Background: an optimization exercise with open tools, aiming at a short achievable clock period and few clock cycles. Do not read the settings as production practice.
In this exercise RTL edits were held to simulation tests only and were not proved equivalent to the original.
Power is estimated from default activity; no workload was simulated.

### run.sh
#!/bin/bash
# synth_recipe.tcl (not shown) runs the flow's synth.tcl, then flattens the netlist and writes it again
# the make line also repeats each setting of config.mk as NAME=value (left out here)
make -C /OpenROAD-flow-scripts/flow DESIGN_CONFIG=/design/flow/config.mk WORK_HOME=/design/flow/orfs CLKGATE_MAP_FILE= SYNTH_SCRIPT=/design/flow/synth_recipe.tcl finish
### config.mk
export PLATFORM = sky130hd
export DESIGN_NAME = rv_pipe
export DESIGN_NICKNAME = rv_pipe
export VERILOG_FILES = /design/flow/design.v
export SDC_FILE = /design/flow/constraint.sdc
export NUM_CORES = 4
export LEC_CHECK = 0
export CAP_MARGIN = 20
export CORE_MARGIN = 2
export CORE_UTILIZATION = 40
export SLEW_MARGIN = 20
### constraint.sdc
create_clock -name core_clock -period 8.0 [get_ports {clk_i}]
set_input_delay 1.6000 -clock core_clock [delete_from_list [all_inputs] [get_ports {clk_i}]]
set_output_delay 1.6000 -clock core_clock [all_outputs]
set_load 0.01 [all_outputs]
### design.v
`default_nettype none
package rv_pipe_pkg;
    typedef logic [32-1:0]   word_t;
    typedef logic [5-1:0] reg_addr_t;
    typedef logic [2:0]            funct3_t;
    typedef enum logic [6:0] {
        OPC_OP     = 7'b0110011,
        OPC_OP_IMM = 7'b0010011,
        OPC_LUI    = 7'b0110111,
        OPC_AUIPC  = 7'b0010111,
        OPC_LOAD   = 7'b0000011,
        OPC_STORE  = 7'b0100011,
        OPC_BRANCH = 7'b1100011,
        OPC_JAL    = 7'b1101111
    } opcode_e;
    typedef enum logic [3:0] {
        ALU_ADD,
        ALU_SUB,
        ALU_SLL,
        ALU_SLT,
        ALU_SLTU,
        ALU_XOR,
        ALU_SRL,
        ALU_SRA,
        ALU_OR,
        ALU_AND,
        ALU_PASS_B
    } alu_op_e;
    typedef struct packed {
        logic    valid;
        logic    rd_we;
        logic    is_load;
        logic    is_store;
        logic    is_branch;
        logic    is_jal;
        logic    op_a_pc;
        logic    op_b_imm;
        alu_op_e alu_op;
    } ctrl_t;
    typedef struct packed {
        ctrl_t     ctrl;
        word_t     pc;
        word_t     rs1_val;
        word_t     rs2_val;
        reg_addr_t rs1;
        reg_addr_t rs2;
        reg_addr_t rd;
        word_t     imm;
        funct3_t   funct3;
    } id_ex_t;
    typedef struct packed {
        logic      valid;
        logic      rd_we;
        logic      is_load;
        logic      is_store;
        funct3_t   funct3;
        reg_addr_t rd;
        word_t     alu_res;
        word_t     st_data;
        word_t     pc;
    } ex_mem_t;
    typedef struct packed {
        logic      valid;
        word_t     pc;
        logic      rd_we;
        reg_addr_t rd;
        word_t     rd_data;
    } retire_t;
    typedef struct packed {
        logic  taken;
        word_t target;
    } redirect_t;
    typedef struct packed {
        logic      we;
        reg_addr_t rd;
        word_t     data;
    } wb_t;
endpackage
`default_nettype wire
`timescale 1ns/1ps
`default_nettype none
module rv_decode (
    input  wire logic                   clk_i,
    input  wire logic                   rst_ni,
    input  wire rv_pipe_pkg::word_t     imem_data_i,
    input  wire rv_pipe_pkg::redirect_t redirect_i,
    input  wire rv_pipe_pkg::wb_t       wb_i,
    output rv_pipe_pkg::word_t          imem_addr_o,
    output rv_pipe_pkg::id_ex_t         id_ex_o
);
    rv_pipe_pkg::word_t     pc_q;
    logic      ifid_vld_q;
    rv_pipe_pkg::word_t     ifid_pc_q;
    rv_pipe_pkg::word_t     ifid_insn_q;
    rv_pipe_pkg::reg_addr_t rs1;
    rv_pipe_pkg::reg_addr_t rs2;
    rv_pipe_pkg::word_t     rs1_val;
    rv_pipe_pkg::word_t     rs2_val;
    rv_pipe_pkg::word_t     imm_i;
    rv_pipe_pkg::word_t     imm_s;
    rv_pipe_pkg::word_t     imm_b;
    rv_pipe_pkg::word_t     imm_u;
    rv_pipe_pkg::word_t     imm_j;
    rv_pipe_pkg::word_t     imm;
    rv_pipe_pkg::ctrl_t     ctrl;
    logic      load_use;
    logic      stall;
    rv_pipe_pkg::id_ex_t    id_ex_q;
    rv_pipe_pkg::word_t     regs_q [2**5];
    function automatic rv_pipe_pkg::alu_op_e alu_decode(
        input rv_pipe_pkg::funct3_t funct3,
        input logic    alt,
        input logic    is_op
    );
        rv_pipe_pkg::alu_op_e op;
        case (funct3)
            3'b000:  op = (is_op && alt) ? rv_pipe_pkg::ALU_SUB : rv_pipe_pkg::ALU_ADD;
            3'b001:  op = rv_pipe_pkg::ALU_SLL;
            3'b010:  op = rv_pipe_pkg::ALU_SLT;
            3'b011:  op = rv_pipe_pkg::ALU_SLTU;
            3'b100:  op = rv_pipe_pkg::ALU_XOR;
            3'b101:  op = alt ? rv_pipe_pkg::ALU_SRA : rv_pipe_pkg::ALU_SRL;
            3'b110:  op = rv_pipe_pkg::ALU_OR;
            default: op = rv_pipe_pkg::ALU_AND;
        endcase
        alu_decode = op;
    endfunction
    function automatic rv_pipe_pkg::word_t rf_read(input rv_pipe_pkg::reg_addr_t addr);
        rv_pipe_pkg::word_t val;
        if (addr == '0) begin
            val = '0;
        end else if (wb_i.we && (wb_i.rd == addr)) begin
            val = wb_i.data;
        end else begin
            val = regs_q[addr];
        end
        rf_read = val;
    endfunction
    always_ff @(posedge clk_i or negedge rst_ni) begin
        if (!rst_ni) begin
            pc_q <= 32'h0000_0000;
        end else if (redirect_i.taken) begin
            pc_q <= redirect_i.target;
        end else if (!stall) begin
            pc_q <= pc_q + 32'd4;
        end
    end
    always_ff @(posedge clk_i or negedge rst_ni) begin
        if (!rst_ni) begin
            ifid_vld_q <= 1'b0;
        end else if (redirect_i.taken) begin
            ifid_vld_q <= 1'b0;
        end else if (!stall) begin
            ifid_vld_q <= 1'b1;
        end
    end
    always_ff @(posedge clk_i) begin
        if (!stall) begin
            ifid_pc_q   <= pc_q;
            ifid_insn_q <= imem_data_i;
        end
    end
    assign rs1 = ifid_insn_q[19:15];
    assign rs2 = ifid_insn_q[24:20];
    always_ff @(posedge clk_i) begin
        if (wb_i.we && (wb_i.rd != '0)) begin
            regs_q[wb_i.rd] <= wb_i.data;
        end
    end
    always_comb begin
        rs1_val = rf_read(rs1);
        rs2_val = rf_read(rs2);
    end
    assign imm_i = {{20{ifid_insn_q[31]}}, ifid_insn_q[31:20]};
    assign imm_s = {{20{ifid_insn_q[31]}}, ifid_insn_q[31:25], ifid_insn_q[11:7]};
    assign imm_b = {{19{ifid_insn_q[31]}}, ifid_insn_q[31], ifid_insn_q[7],
                    ifid_insn_q[30:25], ifid_insn_q[11:8], 1'b0};
    assign imm_u = {ifid_insn_q[31:12], 12'b0};
    assign imm_j = {{11{ifid_insn_q[31]}}, ifid_insn_q[31], ifid_insn_q[19:12],
                    ifid_insn_q[20], ifid_insn_q[30:21], 1'b0};
    always_comb begin
        ctrl = '0;
        imm  = '0;
        if (ifid_vld_q) begin
            ctrl.valid = 1'b1;
            case (ifid_insn_q[6:0])
                rv_pipe_pkg::OPC_OP: begin
                    ctrl.rd_we  = 1'b1;
                    ctrl.alu_op = alu_decode(ifid_insn_q[14:12], ifid_insn_q[30], 1'b1);
                end
                rv_pipe_pkg::OPC_OP_IMM: begin
                    ctrl.rd_we    = 1'b1;
                    ctrl.op_b_imm = 1'b1;
                    ctrl.alu_op   = alu_decode(ifid_insn_q[14:12], ifid_insn_q[30], 1'b0);
                    imm           = imm_i;
                end
                rv_pipe_pkg::OPC_LUI: begin
                    ctrl.rd_we    = 1'b1;
                    ctrl.op_b_imm = 1'b1;
                    ctrl.alu_op   = rv_pipe_pkg::ALU_PASS_B;
                    imm           = imm_u;
                end
                rv_pipe_pkg::OPC_AUIPC: begin
                    ctrl.rd_we    = 1'b1;
                    ctrl.op_a_pc  = 1'b1;
                    ctrl.op_b_imm = 1'b1;
                    imm           = imm_u;
                end
                rv_pipe_pkg::OPC_LOAD: begin
                    ctrl.rd_we    = 1'b1;
                    ctrl.is_load  = 1'b1;
                    ctrl.op_b_imm = 1'b1;
                    imm           = imm_i;
                end
                rv_pipe_pkg::OPC_STORE: begin
                    ctrl.is_store = 1'b1;
                    ctrl.op_b_imm = 1'b1;
                    imm           = imm_s;
                end
                rv_pipe_pkg::OPC_BRANCH: begin
                    ctrl.is_branch = 1'b1;
                    imm            = imm_b;
                end
                rv_pipe_pkg::OPC_JAL: begin
                    ctrl.rd_we  = 1'b1;
                    ctrl.is_jal = 1'b1;
                    imm         = imm_j;
                end
                default: ;
            endcase
        end
    end
    assign load_use = id_ex_q.ctrl.is_load && (id_ex_q.rd != '0) && ifid_vld_q &&
                      ((id_ex_q.rd == rs1) || (id_ex_q.rd == rs2));
    assign stall    = load_use && !redirect_i.taken;
    always_ff @(posedge clk_i or negedge rst_ni) begin
        if (!rst_ni) begin
            id_ex_q <= '0;
        end else if (redirect_i.taken || stall) begin
            id_ex_q.ctrl <= '0;
        end else begin
            id_ex_q.ctrl    <= ctrl;
            id_ex_q.pc      <= ifid_pc_q;
            id_ex_q.rs1_val <= rs1_val;
            id_ex_q.rs2_val <= rs2_val;
            id_ex_q.rs1     <= rs1;
            id_ex_q.rs2     <= rs2;
            id_ex_q.rd      <= ifid_insn_q[11:7];
            id_ex_q.imm     <= imm;
            id_ex_q.funct3  <= ifid_insn_q[14:12];
        end
    end
    assign imem_addr_o = pc_q;
    assign id_ex_o     = id_ex_q;
endmodule
`default_nettype wire
`timescale 1ns/1ps
`default_nettype none
module rv_execute (
    input  wire logic                clk_i,
    input  wire logic                rst_ni,
    input  wire rv_pipe_pkg::id_ex_t id_ex_i,
    input  wire rv_pipe_pkg::wb_t    wb_i,
    output rv_pipe_pkg::redirect_t   redirect_o,
    output rv_pipe_pkg::ex_mem_t     ex_mem_o
);
    rv_pipe_pkg::ex_mem_t    ex_mem_q;
    rv_pipe_pkg::word_t      rs1_fwd;
    rv_pipe_pkg::word_t      rs2_fwd;
    rv_pipe_pkg::word_t      op_a;
    rv_pipe_pkg::word_t      op_b;
    logic [4:0] shamt;
    rv_pipe_pkg::word_t      alu_res;
    rv_pipe_pkg::word_t      link;
    rv_pipe_pkg::word_t      target;
    logic       br_take;
    function automatic rv_pipe_pkg::word_t fwd(input rv_pipe_pkg::reg_addr_t rs, input rv_pipe_pkg::word_t id_val);
        rv_pipe_pkg::word_t val;
        if (ex_mem_q.rd_we && !ex_mem_q.is_load && (ex_mem_q.rd != '0) &&
            (ex_mem_q.rd == rs)) begin
            val = ex_mem_q.alu_res;
        end else if (wb_i.we && (wb_i.rd == rs)) begin
            val = wb_i.data;
        end else begin
            val = id_val;
        end
        fwd = val;
    endfunction
    always_comb begin
        rs1_fwd = fwd(id_ex_i.rs1, id_ex_i.rs1_val);
        rs2_fwd = fwd(id_ex_i.rs2, id_ex_i.rs2_val);
    end
    assign op_a  = id_ex_i.ctrl.op_a_pc ? id_ex_i.pc : rs1_fwd;
    assign op_b  = id_ex_i.ctrl.op_b_imm ? id_ex_i.imm : rs2_fwd;
    assign shamt = op_b[4:0];
    always_comb begin
        case (id_ex_i.ctrl.alu_op)
            rv_pipe_pkg::ALU_ADD:    alu_res = op_a + op_b;
            rv_pipe_pkg::ALU_SUB:    alu_res = op_a - op_b;
            rv_pipe_pkg::ALU_SLL:    alu_res = op_a << shamt;
            rv_pipe_pkg::ALU_SLT:    alu_res = {31'b0, $signed(op_a) < $signed(op_b)};
            rv_pipe_pkg::ALU_SLTU:   alu_res = {31'b0, op_a < op_b};
            rv_pipe_pkg::ALU_XOR:    alu_res = op_a ^ op_b;
            rv_pipe_pkg::ALU_SRL:    alu_res = op_a >> shamt;
            rv_pipe_pkg::ALU_SRA:    alu_res = $signed(op_a) >>> shamt;
            rv_pipe_pkg::ALU_OR:     alu_res = op_a | op_b;
            rv_pipe_pkg::ALU_AND:    alu_res = op_a & op_b;
            rv_pipe_pkg::ALU_PASS_B: alu_res = op_b;
            default:    alu_res = '0;
        endcase
    end
    always_comb begin
        case (id_ex_i.funct3)
            3'b000:  br_take = (rs1_fwd == rs2_fwd);
            3'b001:  br_take = (rs1_fwd != rs2_fwd);
            3'b100:  br_take = ($signed(rs1_fwd) < $signed(rs2_fwd));
            3'b101:  br_take = ($signed(rs1_fwd) >= $signed(rs2_fwd));
            3'b110:  br_take = (rs1_fwd < rs2_fwd);
            3'b111:  br_take = (rs1_fwd >= rs2_fwd);
            default: br_take = 1'b0;
        endcase
    end
    assign link   = id_ex_i.pc + 32'd4;
    assign target = id_ex_i.pc + id_ex_i.imm;
    assign redirect_o.taken  = id_ex_i.ctrl.is_jal || (id_ex_i.ctrl.is_branch && br_take);
    assign redirect_o.target = target;
    always_ff @(posedge clk_i or negedge rst_ni) begin
        if (!rst_ni) begin
            ex_mem_q <= '0;
        end else begin
            ex_mem_q.valid    <= id_ex_i.ctrl.valid;
            ex_mem_q.rd_we    <= id_ex_i.ctrl.rd_we;
            ex_mem_q.is_load  <= id_ex_i.ctrl.is_load;
            ex_mem_q.is_store <= id_ex_i.ctrl.is_store;
            ex_mem_q.funct3   <= id_ex_i.funct3;
            ex_mem_q.rd       <= id_ex_i.rd;
            ex_mem_q.alu_res  <= id_ex_i.ctrl.is_jal ? link : alu_res;
            ex_mem_q.st_data  <= rs2_fwd;
            ex_mem_q.pc       <= id_ex_i.pc;
        end
    end
    assign ex_mem_o = ex_mem_q;
endmodule
`default_nettype wire
`timescale 1ns/1ps
`default_nettype none
module rv_result (
    input  wire logic                 clk_i,
    input  wire logic                 rst_ni,
    input  wire rv_pipe_pkg::ex_mem_t ex_mem_i,
    output rv_pipe_pkg::wb_t          wb_o,
    output rv_pipe_pkg::retire_t      retire_o
);
    rv_pipe_pkg::word_t                  dmem_q [64];
    logic [6-1:0] word_idx;
    logic [1:0]             byte_off;
    logic [3:0]             byte_en;
    rv_pipe_pkg::word_t                  wr_data;
    rv_pipe_pkg::word_t                  rd_word;
    logic [7:0]             rd_byte;
    logic [15:0]            rd_half;
    rv_pipe_pkg::word_t                  ld_data;
    rv_pipe_pkg::retire_t                mem_wb_q;
    assign word_idx = ex_mem_i.alu_res[6+1:2];
    assign byte_off = ex_mem_i.alu_res[1:0];
    always_comb begin
        case (ex_mem_i.funct3[1:0])
            2'b00: begin
                byte_en = 4'b0001 << byte_off;
                wr_data = {4{ex_mem_i.st_data[7:0]}};
            end
            2'b01: begin
                byte_en = byte_off[1] ? 4'b1100 : 4'b0011;
                wr_data = {2{ex_mem_i.st_data[15:0]}};
            end
            default: begin
                byte_en = 4'b1111;
                wr_data = ex_mem_i.st_data;
            end
        endcase
    end
    always_ff @(posedge clk_i) begin
        if (ex_mem_i.is_store) begin
            for (int i = 0; i < 4; i++) begin
                if (byte_en[i]) begin
                    dmem_q[word_idx][8*i +: 8] <= wr_data[8*i +: 8];
                end
            end
        end
    end
    assign rd_word = dmem_q[word_idx];
    assign rd_byte = rd_word[8*byte_off +: 8];
    assign rd_half = byte_off[1] ? rd_word[31:16] : rd_word[15:0];
    always_comb begin
        case (ex_mem_i.funct3)
            3'b000:  ld_data = {{24{rd_byte[7]}}, rd_byte};
            3'b001:  ld_data = {{16{rd_half[15]}}, rd_half};
            3'b100:  ld_data = {24'b0, rd_byte};
            3'b101:  ld_data = {16'b0, rd_half};
            default: ld_data = rd_word;
        endcase
    end
    always_ff @(posedge clk_i or negedge rst_ni) begin
        if (!rst_ni) begin
            mem_wb_q <= '0;
        end else begin
            mem_wb_q.valid   <= ex_mem_i.valid;
            mem_wb_q.pc      <= ex_mem_i.pc;
            mem_wb_q.rd_we   <= ex_mem_i.rd_we && (ex_mem_i.rd != '0);
            mem_wb_q.rd      <= ex_mem_i.rd;
            mem_wb_q.rd_data <= ex_mem_i.is_load ? ld_data : ex_mem_i.alu_res;
        end
    end
    assign wb_o.we   = mem_wb_q.rd_we;
    assign wb_o.rd   = mem_wb_q.rd;
    assign wb_o.data = mem_wb_q.rd_data;
    assign retire_o = mem_wb_q;
endmodule
`default_nettype wire
`timescale 1ns/1ps
`default_nettype none
module rv_pipe (
    input  wire logic               clk_i,
    input  wire logic               rst_ni,
    input  wire rv_pipe_pkg::word_t imem_data_i,
    output rv_pipe_pkg::word_t      imem_addr_o,
    output logic                    insn_vld_o,
    output rv_pipe_pkg::word_t      pc_debug_o,
    output rv_pipe_pkg::retire_t    retire_o
);
    rv_pipe_pkg::id_ex_t    id_ex;
    rv_pipe_pkg::redirect_t redirect;
    rv_pipe_pkg::ex_mem_t   ex_mem;
    rv_pipe_pkg::wb_t       wb;
    rv_decode u_decode (
        .clk_i       (clk_i),
        .rst_ni      (rst_ni),
        .imem_data_i (imem_data_i),
        .redirect_i  (redirect),
        .wb_i        (wb),
        .imem_addr_o (imem_addr_o),
        .id_ex_o     (id_ex)
    );
    rv_execute u_execute (
        .clk_i      (clk_i),
        .rst_ni     (rst_ni),
        .id_ex_i    (id_ex),
        .wb_i       (wb),
        .redirect_o (redirect),
        .ex_mem_o   (ex_mem)
    );
    rv_result u_result (
        .clk_i    (clk_i),
        .rst_ni   (rst_ni),
        .ex_mem_i (ex_mem),
        .wb_o     (wb),
        .retire_o (retire_o)
    );
    assign insn_vld_o = retire_o.valid;
    assign pc_debug_o = retire_o.pc;
endmodule
`default_nettype wire
==> notes.md <==
----------------------------------------------------
[Run status]
  Result of the run ... finished clean

[Global route]
  Total overflow reported by the global router ... 0
  Vias in the first global route ... 94000
  Largest net degree at the start of global routing ... 168
  Combined global-route utilization of all metal layers ... 26.8%
  Number of antenna violations at the first check in global routing ... 26
  First-pass GRT wire length ... 741000 um

[Flow run]
  Count of max-cap constraint violations ... 0

[Drt]
  Drt pass-1 iters ... 8
  DR DRC count ... 0
  Number of DRC markers in iteration 0 ... 13200
  Routed WL per cell ... 35.2 um
  Total length of routed wires ... 535000 um
  Post-detailed-route via-to-cell ratio ... 6.40
  Number of nets still failing antenna checks after routing ... 0
  Total via count after detailed routing ... 97300

[CTS]
  Resized Gates After CTS ... 0
  Largest buffer count on any clock path ... 4
  Clock root buffer master ... clkbuf_16
  Clock latency on the worst-skew pair ... 0.99 ns
  Number of sinks on the clock net ... 3516
  TritonCTS Buffers ... 367
  Post-CTS setup repair buffer count ... 0
  Depth of the CTS H-tree ... 5
  Clock tree from TritonCTS ... built
  Clock transition at the registers of the reported paths ... 0.06 ns
  Quantity of hold-fixing buffers added after cts ... 0

[Die]
  Initial standard-cell utilization of the core ... 40.1%
  Die boundary width ... 623 um
  Floorplan die area ... 0.388 mm^2
  Number of placement rows ... 227
  Die extent in y ... 623 um
  Boundary Pins ... 170
  Core region area ... 0.382 mm^2

[Power and ir drop]
  Comb pwr share ... 25.4%
  Flop pwr share ... 42.3%
  Clock network power share ... 32.2%
  Power dissipated by switching net loads ... 17.9 mW
  Pwr Density ... 308 mW/mm^2
  Static leakage ... 56.5 nW
  Internal power contribution ... 35.6 mW
  Peak VDD IR ... 0.239 mV
  Switching Share ... 33.5%

[Place]
  Estimated wirelength of the detail-placed design ... 338000 um
  Number of buffers inserted by port buffering ... 169
  GP Congestion ... 0.964
  Placed Instances ... 14500

[Worst setup path]
  CP bufs+invs ... 2
  Endpoint kind of the worst setup timing path ... register
  Cell family with the largest share of critical-path delay ... simple AND/OR/NAND/NOR gates
  Required time worst endpoint ... 8.80 ns
  Largest fanout on the critical path ... 128
  Cells along the critical path ... xnor2_1 > nand4_1 > buf_4 > o21ai_0 > a31oi_2 > ha_1 > and4_1 > nand4_1 > or4_1 > or3_1 > or3_1 > xor2_1 > nor4b_2 > a211oi_2 > nand3_4 > buf_12 > o31ai_1
  Launching point of the worst reg2reg path ... u_result.mem_wb_q[35]
  Kind of start point of the critical path ... register
  Peak per-stage delay on the critical path ... 0.89 ns
  Slowest library cell on the worst path ... nand4_1
  Worst setup path start ... u_result.mem_wb_q[35]
  CP Class ... reg2reg
  Arrival @ worst endpoint ... 8.15 ns

[Timing]
  Count of pins over their slew limit ... 0
  Unrepaired setup endpoints after global routing ... no
  Portion of the clock cycle consumed by the worst path in the final layout ... 92.0%
  Slew HR ... 15.0%
  Min Tclk post-route ... 7.36 ns
  Total setup violations reported at the end of the flow ... 0
  Maximum operating frequency ... 136 MHz
  Final setup TNS ... 0 ns
  Final hold violations ... 0
  Measured slew at the worst slew-check pin ... 1.26 ns
  Worst Skew ... 0.0956 ns

[Logic synthesis]
  Most common cell in the synthesized netlist ... edfxtp_1
  Post-synth ARST share ... 10.5%
  Fraction of the yosys area taken by sequential cells ... 67.6%
  Post-Syn Instances ... 9651
  Dominant register cell in the synthesized netlist ... edfxtp_1
  Avg Synthesized Cell Area ... 15.9 um^2
  Number of synthesized flops with an enable pin ... 3136
  Fraction of synthesized cell area taken by the top area cell type ... 61.4%
  Top cells by count, synth ... edfxtp_1, mux4_2, a22oi_1, nor2_1, nand2_1
  Yosys warns ... 3
  Synth unique cells ... 96
  Post-synthesis register bit count ... 3516
  Netlist area before placement ... 0.153 mm^2
  Area leader, netlist ... edfxtp_1
  Biggest area contributors in the synthesized netlist ... edfxtp_1, mux4_2, dfrtp_1

[Min path]
  Type of the worst min-delay path ... reg2reg
  Hold wc startpoint ... u_execute.ex_mem_q[3]

[Cells and area]
  Layout Utilization ... 45.5%
  Area growth from synthesis to layout ... 13.4%
  Post-layout net count ... 10000
  Filler cell count in the final layout ... 32700
  Non-filler cells, final ... 15200
  Share of post-route cells with drive strength above 1 ... 17.5%

----------------------------------------------------
path summary, 6_finish.rpt:
path                                           end  slack [ns]  cells past startpoint
hold / removal               u_result.mem_wb_q[41]        0.34                      0
setup / recovery              u_decode.id_ex_q[87]        0.64                     17
max in group asynchronous  u_execute.ex_mem_q[102]        5.76                      2
hold reg to reg              u_result.mem_wb_q[41]        0.34                      0
setup reg to reg              u_decode.id_ex_q[87]        0.64                     17
min in group asynchronous    u_result.mem_wb_q[55]        0.69                      1
final cells by class:
| type | instances | area [um^2] | share of cell area (%) |
|---|---|---|---|
| Sequential cell | 3516 | 104000 | 59.6 |
| Multi-Input combinational cell | 5293 | 46800 | 26.9 |
| Clock buffer | 464 | 9790 | 5.63 |
| Tap cell | 5038 | 6300 | 3.62 |
| Timing Repair Buffer | 499 | 4530 | 2.61 |
| Clock inverter | 213 | 2230 | 1.29 |
| Inverter | 151 | 567 | 0.326 |
| Antenna cell | 15 | 37.5 | 0.0216 |
routing by layer:
metal,up-vias,GRT usage (%),part of all wire [%]
li1,39600,-,-
met1,50900,37.6,40
met2,5580,40.7,45
met3,1080,5.31,9.8
met4,22,11.5,5.0
met5,-,0,0.027
sequential cells by signal, summed over array words and instances, names as in the netlist, named ones only:
signal                count
u_decode.id_ex_q        158
u_execute.ex_mem_q      108
u_decode.regs_q        1024
u_decode.ifid_pc_q       32
u_decode.pc_q            32
u_decode.ifid_insn_q     32
u_decode.ifid_vld_q       1
u_result.dmem_q        2048
u_result.mem_wb_q        71
per-stage QoR:
stage	hold slack, ns	power, mW	area, um^2	worst slack [ns]
2_1_floorplan	0.331	29.5	153000	1.69
3_3_place_gp	0.334	36.2	162000	1.02
3_5_place_dp	0.335	36.3	162000	0.886
4_1_cts	0.346	53.4	174000	0.822
5_1_grt	0.343	54.9	174000	0.379
6_report	0.344	53.5	174000	0.642
worst register-to-register path: cells and delay by family, from the launching register on:
family	cells	cell delay (ns)
compound gates	4	1.29
xor+xnor	2	0.49
fa+ha+maj	1	0.39
buf+inv	2	1.03
flops	1	0.53
simple gates	8	3.50
cells by family (layout without fill, tap and decap cells):
family | count (synthesis) | after routing | synth area share [%]
buffers and inverters | 873 | 1327 | 2.38
AOI/OAI and AO/OA | 2303 | 2303 | 10.7
xor gates and xnor gates | 141 | 141 | 0.806
and+or+nand+nor | 1596 | 1596 | 4.69
muxes | 1056 | 1056 | 12.4
DFF | 3516 | 3516 | 67.6
other | 1 | 47 | 0.00245
adders and majority gates | 165 | 165 | 1.36
placed cells by master (no fill, tap or decap), types with 162 or more instances in the layout:
cell type and instances:
a21oi_1 249, a221oi_1 233, a22o_1 213, a22oi_1 615, a31oi_1 221, buf_4 302, clkbuf_16 374, clkdlybuf4s50_1 168
dfrtp_1 356, edfxtp_1 3136, ha_1 162, mux2i_1 270, mux4_2 657, nand2_1 511, nand3_1 165, nor2_1 476
o21ai_0 275
power by group through the flow:
stage	Clock, mW	Combinational [mW]	Sequential [mW]
final	17.3	13.6	22.7
after global routing	18.1	14.1	22.7
after CTS	17.4	13.4	22.6
after detailed placement	0	13.3	23.0
after global placement	0	13.2	23.0
after floorplan	0	6.64	22.8
Testbench counts, summed over its fixed seeds: cycles 26,897.

separate check: timing with driven ports:
How much do the figures lean on ideal ports? The routed layout below was timed once more, with nothing changed but the port constraints. Step 1, drivers: a clkbuf_16 drives clk_i and a buf_2 each remaining input, both assumed. Step 2 adds t to the input delays and takes it off the output delays; t is the mean of the earliest and latest rising clock arrival at the registers after step 1. Input paths then give back, and output paths get back, about the clock's delay inside the block. Slacks: ideal / step 1 / step 2; pairs: ideal / step 1.
t (ns): 1.032
slack for setup (ns): 0.642 / 0.642 / 0.642
pins driven straight from the clock port: 1
After both steps setup and hold are still met in this run. The setup slack of this run moves by 0.000 ns with the drivers and by 0.000 ns with both steps.
